This is an optimization exercise on Yosys and OpenROAD, whose aim is small area, a short achievable clock period and few clock cycles per item, not a production implementation.
In this exercise RTL edits were held to simulation tests only and were not proved equivalent to the original.

// aes128_iter_core
module aes128_iter_core #(
    parameter int unsigned ROUNDS_PER_CYCLE = 1
) (
    input  logic         clk,
    input  logic         rst_n,
    input  logic         in_valid,
    output logic         in_ready,
    input  logic [127:0] plaintext,
    input  logic [127:0] key,
    output logic         out_valid,
    input  logic         out_ready,
    output logic [127:0] ciphertext
);
    logic [127:0] a_s, a_k;         
    logic [127:0] b_u, b_k;         
    logic [111:0] b_m;              
    logic [15:0]  b_km;             
    logic [127:0] o_ct;             
    logic         o_v;
    logic         va, pa;           
    logic [3:0]   ra;               
    logic         vb, pb, lb;       
    logic [3:0]   rb;               
    logic         fa;               
    logic         fp;               
    logic [127:0] u;
    logic [111:0] m;
    logic [27:0]  km;
    logic [31:0]  w3a;
    aes_xor_bank #(.W(128)) u_ark (.a(a_s), .b(a_k), .y(u));
    for (genvar j = 0; j < 16; j++) begin : g_top
        aes_sbox_top u_st (.x(u[8*j +: 8]), .m(m[7*j +: 7]));
    end
    assign w3a = {a_k[23:0], a_k[31:24]};
    for (genvar j = 0; j < 4; j++) begin : g_ktop
        aes_sbox_top u_kt (.x(w3a[8*j +: 8]), .m(km[7*j +: 7]));
    end
    always_ff @(posedge clk) begin
        b_u  <= u;
        b_m  <= m;
        b_k  <= a_k;
        for (int j = 0; j < 4; j++) b_km[4*j +: 4] <= km[7*j + 3 +: 4];
    end
    logic [127:0] sub, shf, mc_n, kn_n, fin_ct_n;
    logic [31:0]  w3b, subrot;
    logic [31:0]  w0, w1, w2, w3, p0, p1, p2, p3;
    logic [7:0]   rcon;
    for (genvar j = 0; j < 16; j++) begin : g_bot
        aes_sbox_bot7 u_sb (.x(b_u[8*j +: 8]), .m(b_m[7*j +: 7]), .y(sub[8*j +: 8]));
    end
    always_comb begin
        for (int c = 0; c < 4; c++) begin
            for (int r = 0; r < 4; r++) begin
                shf[127-8*(4*c+r) -: 8] = sub[127-8*(4*((c+r)%4)+r) -: 8];
            end
        end
    end
    for (genvar c = 0; c < 4; c++) begin : g_mc
        aes_mixcol u_mc (.col(shf[127-32*c -: 32]), .res_n(mc_n[127-32*c -: 32]));
    end
    assign w3b = {b_k[23:0], b_k[31:24]};
    for (genvar j = 0; j < 4; j++) begin : g_kbot
  ...
==> module aes_g_a21o, before the edit <==
module aes_g_a21o (input logic a1, input logic a2, input logic b1, output logic y);
  assign y = (a1 & a2) | b1;
endmodule
==> module aes_hold_bank, before the edit <==
module aes_hold_bank #(
    parameter int unsigned W = 128
) (
    input  logic         ld_n,
    input  logic [W-1:0] d_n,
    input  logic [W-1:0] q,
    output logic [W-1:0] y
);
  for (genvar i = 0; i < W; i++) begin : g_bit
    logic x;
    aes_g_nand2 u_h (.a(ld_n), .b(q[i]), .y(x));
    aes_g_o21ai u_o (.a1(ld_n), .a2(d_n[i]), .b1(x), .y(y[i]));
  end
endmodule
==> module aes128_iter_core, before the edit <==
module aes128_iter_core #(
    parameter int unsigned ROUNDS_PER_CYCLE = 1
) (
    input  logic         clk,
    input  logic         rst_n,
    input  logic         in_valid,
    output logic         in_ready,
    input  logic [127:0] plaintext,
    input  logic [127:0] key,
    output logic         out_valid,
    input  logic         out_ready,
    output logic [127:0] ciphertext
);
    logic [127:0] a_s, a_k;         
    logic [127:0] b_u, b_k;         
    logic [111:0] b_m;              
    logic [15:0]  b_km;             
    logic [127:0] o_ct;             
    logic         o_v;
    logic         va, pa;           
    logic [3:0]   ra;               
    logic         vb, pb, lb;       
    logic [3:0]   rb;               
    logic         fa;               
    logic         fp;               
    logic [127:0] u;
    logic [111:0] m;
    logic [27:0]  km;
    logic [31:0]  w3a;
    aes_xor_bank #(.W(128)) u_ark (.a(a_s), .b(a_k), .y(u));
    for (genvar j = 0; j < 16; j++) begin : g_top
        aes_sbox_top u_st (.x(u[8*j +: 8]), .m(m[7*j +: 7]));
    end
    assign w3a = {a_k[23:0], a_k[31:24]};
    for (genvar j = 0; j < 4; j++) begin : g_ktop
        aes_sbox_top u_kt (.x(w3a[8*j +: 8]), .m(km[7*j +: 7]));
    end
    always_ff @(posedge clk) begin
        b_u  <= u;
        b_m  <= m;
        b_k  <= a_k;
        for (int j = 0; j < 4; j++) b_km[4*j +: 4] <= km[7*j + 3 +: 4];
    end
    logic [127:0] sub, shf, mc_n, kn_n, fin_ct_n;
    logic [31:0]  w3b, subrot;
    logic [31:0]  w0, w1, w2, w3, p0, p1, p2, p3;
    logic [7:0]   rcon;
    for (genvar j = 0; j < 16; j++) begin : g_bot
        aes_sbox_bot7 u_sb (.x(b_u[8*j +: 8]), .m(b_m[7*j +: 7]), .y(sub[8*j +: 8]));
    end
    always_comb begin
        for (int c = 0; c < 4; c++) begin
            for (int r = 0; r < 4; r++) begin
                shf[127-8*(4*c+r) -: 8] = sub[127-8*(4*((c+r)%4)+r) -: 8];
            end
        end
    end
    for (genvar c = 0; c < 4; c++) begin : g_mc
        aes_mixcol u_mc (.col(shf[127-32*c -: 32]), .res_n(mc_n[127-32*c -: 32]));
    end
    assign w3b = {b_k[23:0], b_k[31:24]};
    for (genvar j = 0; j < 4; j++) begin : g_kbot
        aes_sbox_bot u_kb (.x(w3b[8*j +: 8]), .m(b_km[4*j +: 4]), .y(subrot[8*j +: 8]));
    end
    always_comb begin
        case (rb)
            4'd0:    rcon = 8'h01;
            4'd1:    rcon = 8'h02;
            4'd2:    rcon = 8'h04;
            4'd3:    rcon = 8'h08;
            4'd4:    rcon = 8'h10;
            4'd5:    rcon = 8'h20;
            4'd6:    rcon = 8'h40;
            4'd7:    rcon = 8'h80;
            4'd8:    rcon = 8'h1b;
            4'd9:    rcon = 8'h36;
            default: rcon = 8'h00;
        endcase
    end
    assign {w0, w1, w2, w3} = b_k;
    assign p0 = w0 ^ {rcon, 24'h0};
    assign p1 = p0 ^ w1;
    assign p2 = p1 ^ w2;
    assign p3 = p2 ^ w3;
    aes_xnor_bank #(.W(128)) u_kx (.a({p0, p1, p2, p3}), .b({4{subrot}}), .y(kn_n));
    aes_xor_bank #(.W(128)) u_fin (.a(shf), .b(kn_n), .y(fin_ct_n));
    logic o_free, fin, wt, acc;
    logic va_n, pa_n, fa_n;
    logic [3:0] ra_n;
    logic ir_a, fin_n;
    assign o_free   = !o_v || out_ready;
    assign fin      = fp && o_free;
    assign fin_n    = !fin;
    assign wt       = lb && !fin;
    assign ir_a     = !vb || (fp && !o_v);
    aes_g_a21o u_ir (.a1(fp), .a2(out_ready), .b1(ir_a), .y(in_ready));
    assign acc      = in_valid && in_ready;
    logic         sel_hold;
    logic [127:0] a_s_d, a_k_d;
    assign sel_hold = !vb || lb;         
    aes_sel3_bank #(.W(128)) u_sels (.s0(in_ready), .s1(wt), .s01(sel_hold),
                                     .a(plaintext), .b(b_u), .c_n(mc_n), .y(a_s_d));
    aes_sel3_bank #(.W(128)) u_selk (.s0(in_ready), .s1(wt), .s01(sel_hold),
                                     .a(key), .b(b_k), .c_n(kn_n), .y(a_k_d));
    logic [127:0] o_ct_d;
    aes_hold_bank #(.W(128)) u_oh (.ld_n(fin_n), .d_n(fin_ct_n), .q(o_ct), .y(o_ct_d));
    always_ff @(posedge clk) begin
        a_s <= a_s_d;
        a_k <= a_k_d;
        o_ct <= o_ct_d;
    end
    always_comb begin
        va_n = vb && !fin;
        pa_n = pb;
        ra_n = rb + 4'd1;
        if (acc) begin
            va_n = 1'b1;
            pa_n = 1'b0;
            ra_n = 4'd0;
        end else if (wt) begin
            pa_n = ~pb;
            ra_n = rb;
        end
    end
    assign fa_n = !acc && !fa;
    always_ff @(posedge clk) begin
        ra <= ra_n;
        pa <= pa_n;
        rb <= ra;
        pb <= pa;
        fa <= fa_n;
        if (!rst_n) begin
            va  <= 1'b0;
            vb  <= 1'b0;
            lb  <= 1'b0;
            fp  <= 1'b0;
            o_v <= 1'b0;
        end else begin
            va <= va_n;
            vb <= va;
            lb <= va && (ra == 4'd9);
            fp <= va && (ra == 4'd9) && !pa && (!va_n || !fa_n);
            if (fin) begin
                o_v <= 1'b1;
            end else if (out_ready) begin
                o_v <= 1'b0;
            end
        end
    end
    assign out_valid  = o_v;
    assign ciphertext = o_ct;
endmodule
clock: 6.5 ns
lec_check: 0
cap_margin: 20
core_margin: 2
core_utilization: 55
place_density: 0.75
setup_slack_margin: 2.8
slew_margin: 20
synth_hierarchical: 1
standard.sh (not shown) runs the stock make flow with config.mk's settings and CLKGATE_MAP_FILE= SYNTH_SCRIPT=/design/flow/synth_recipe.tcl, a recipe that flattens the netlist after the stock synthesis.
==> flow/flow/run.sh <==
#!/bin/bash
# Layout flow: the standard ORFS flow (standard.sh, unchanged synthesis), with the
# port buffers that placement inserts on every input and output made buf_2 cells
# instead of the default pick, and ORFS settings passed as make variables.
set -euo pipefail
cd "$(dirname "$0")/.."
bash standard.sh "BUFFER_PORTS_ARGS=-buffer_cell sky130_fd_sc_hd__buf_2" finish > standard_flow.log 2>&1
test -f out/final.def
Testbench counts at the start, summed over its fixed seeds: cycles 16,024, items 1,600.
Next try:
--- a/flow/design.v
+++ b/flow/design.v
@@ -63,9 +63,6 @@
 module aes_g_o21ai (input logic a1, input logic a2, input logic b1, output logic y);
   assign y = ~((a1 | a2) & b1);
 endmodule
-module aes_g_a21o (input logic a1, input logic a2, input logic b1, output logic y);
-  assign y = (a1 & a2) | b1;
-endmodule
 module aes_sbox_top (
     input  logic [7:0] x,
     output logic [6:0] m
@@ -516,20 +513,6 @@
     aes_g_o21ai u_o (.a1(s01), .a2(c_n[i]), .b1(x), .y(y[i]));
   end
 endmodule
-module aes_hold_bank #(
-    parameter int unsigned W = 128
-) (
-    input  logic         ld_n,
-    input  logic [W-1:0] d_n,
-    input  logic [W-1:0] q,
-    output logic [W-1:0] y
-);
-  for (genvar i = 0; i < W; i++) begin : g_bit
-    logic x;
-    aes_g_nand2 u_h (.a(ld_n), .b(q[i]), .y(x));
-    aes_g_o21ai u_o (.a1(ld_n), .a2(d_n[i]), .b1(x), .y(y[i]));
-  end
-endmodule
 module aes_xor_bank #(
     parameter int unsigned W = 128
 ) (
@@ -584,7 +567,7 @@
         b_k  <= a_k;
         for (int j = 0; j < 4; j++) b_km[4*j +: 4] <= km[7*j + 3 +: 4];
     end
-    logic [127:0] sub, shf, mc_n, kn_n, fin_ct_n;
+    logic [127:0] sub, shf, mc_n, kn_n, fin_ct;
     logic [31:0]  w3b, subrot;
     logic [31:0]  w0, w1, w2, w3, p0, p1, p2, p3;
     logic [7:0]   rcon;
@@ -626,31 +609,26 @@
     assign p2 = p1 ^ w2;
     assign p3 = p2 ^ w3;
     aes_xnor_bank #(.W(128)) u_kx (.a({p0, p1, p2, p3}), .b({4{subrot}}), .y(kn_n));
-    aes_xor_bank #(.W(128)) u_fin (.a(shf), .b(kn_n), .y(fin_ct_n));
+    aes_xnor_bank #(.W(128)) u_fin (.a(shf), .b(kn_n), .y(fin_ct));
     logic o_free, fin, wt, acc;
     logic va_n, pa_n, fa_n;
     logic [3:0] ra_n;
-    logic ir_a, fin_n;
     assign o_free   = !o_v || out_ready;
     assign fin      = fp && o_free;
-    assign fin_n    = !fin;
     assign wt       = lb && !fin;
-    assign ir_a     = !vb || (fp && !o_v);
-    aes_g_a21o u_ir (.a1(fp), .a2(out_ready), .b1(ir_a), .y(in_ready));
+    assign in_ready = !vb || fin;
     assign acc      = in_valid && in_ready;
     logic         sel_hold;
     logic [127:0] a_s_d, a_k_d;
-    assign sel_hold = !vb || lb;         
+    assign sel_hold = in_ready || wt;
     aes_sel3_bank #(.W(128)) u_sels (.s0(in_ready), .s1(wt), .s01(sel_hold),
                                      .a(plaintext), .b(b_u), .c_n(mc_n), .y(a_s_d));
     aes_sel3_bank #(.W(128)) u_selk (.s0(in_ready), .s1(wt), .s01(sel_hold),
                                      .a(key), .b(b_k), .c_n(kn_n), .y(a_k_d));
-    logic [127:0] o_ct_d;
-    aes_hold_bank #(.W(128)) u_oh (.ld_n(fin_n), .d_n(fin_ct_n), .q(o_ct), .y(o_ct_d));
     always_ff @(posedge clk) begin
         a_s <= a_s_d;
         a_k <= a_k_d;
-        o_ct <= o_ct_d;
+        if (fin) o_ct <= fin_ct;
     end
     always_comb begin
         va_n = vb && !fin;
After rerunning: Worst setup slack improved by 0.0072 ns; cell count is lower by a few percent; final area barely changes; via count is lower by a few percent; critical path depth is unchanged.
Testbench counts after the change, summed over its fixed seeds: cycles 16,024, items 1,600.

[static timing again, ports no longer ideal]
Ports are ideal in the flow. The routed layouts listed here were re-timed in OpenROAD.
Step 1, drivers: a clkbuf_16 drives clk and a buf_2 each remaining input, both assumed.
Step 2, shift: input delay + t, output delay - t, t = (earliest + latest rising clock arrival at the registers) / 2. This alone moves slack from input paths to output paths.
Three values: ideal ports, drivers, drivers and shift; two values: the first two.
| run | shift t [ns] | setup slack, ns | hold slack, ns | worst setup path at the end | worst slew at a driven data input, ns |
|---|---|---|---|---|---|
| the first run | 0.736 | 2.813 / 2.813 / 2.813 | 0.352 / 0.352 / 0.352 | register to register | 0.10 |
| the second run | 0.743 | 2.820 / 2.820 / 2.707 | 0.361 / 0.361 / 0.361 | input to register | 0.10 |
After both steps every run listed still meets setup and hold. The setup slack of the second run, which loses most, moves by 0.000 ns with the drivers and by -0.113 ns with both steps.
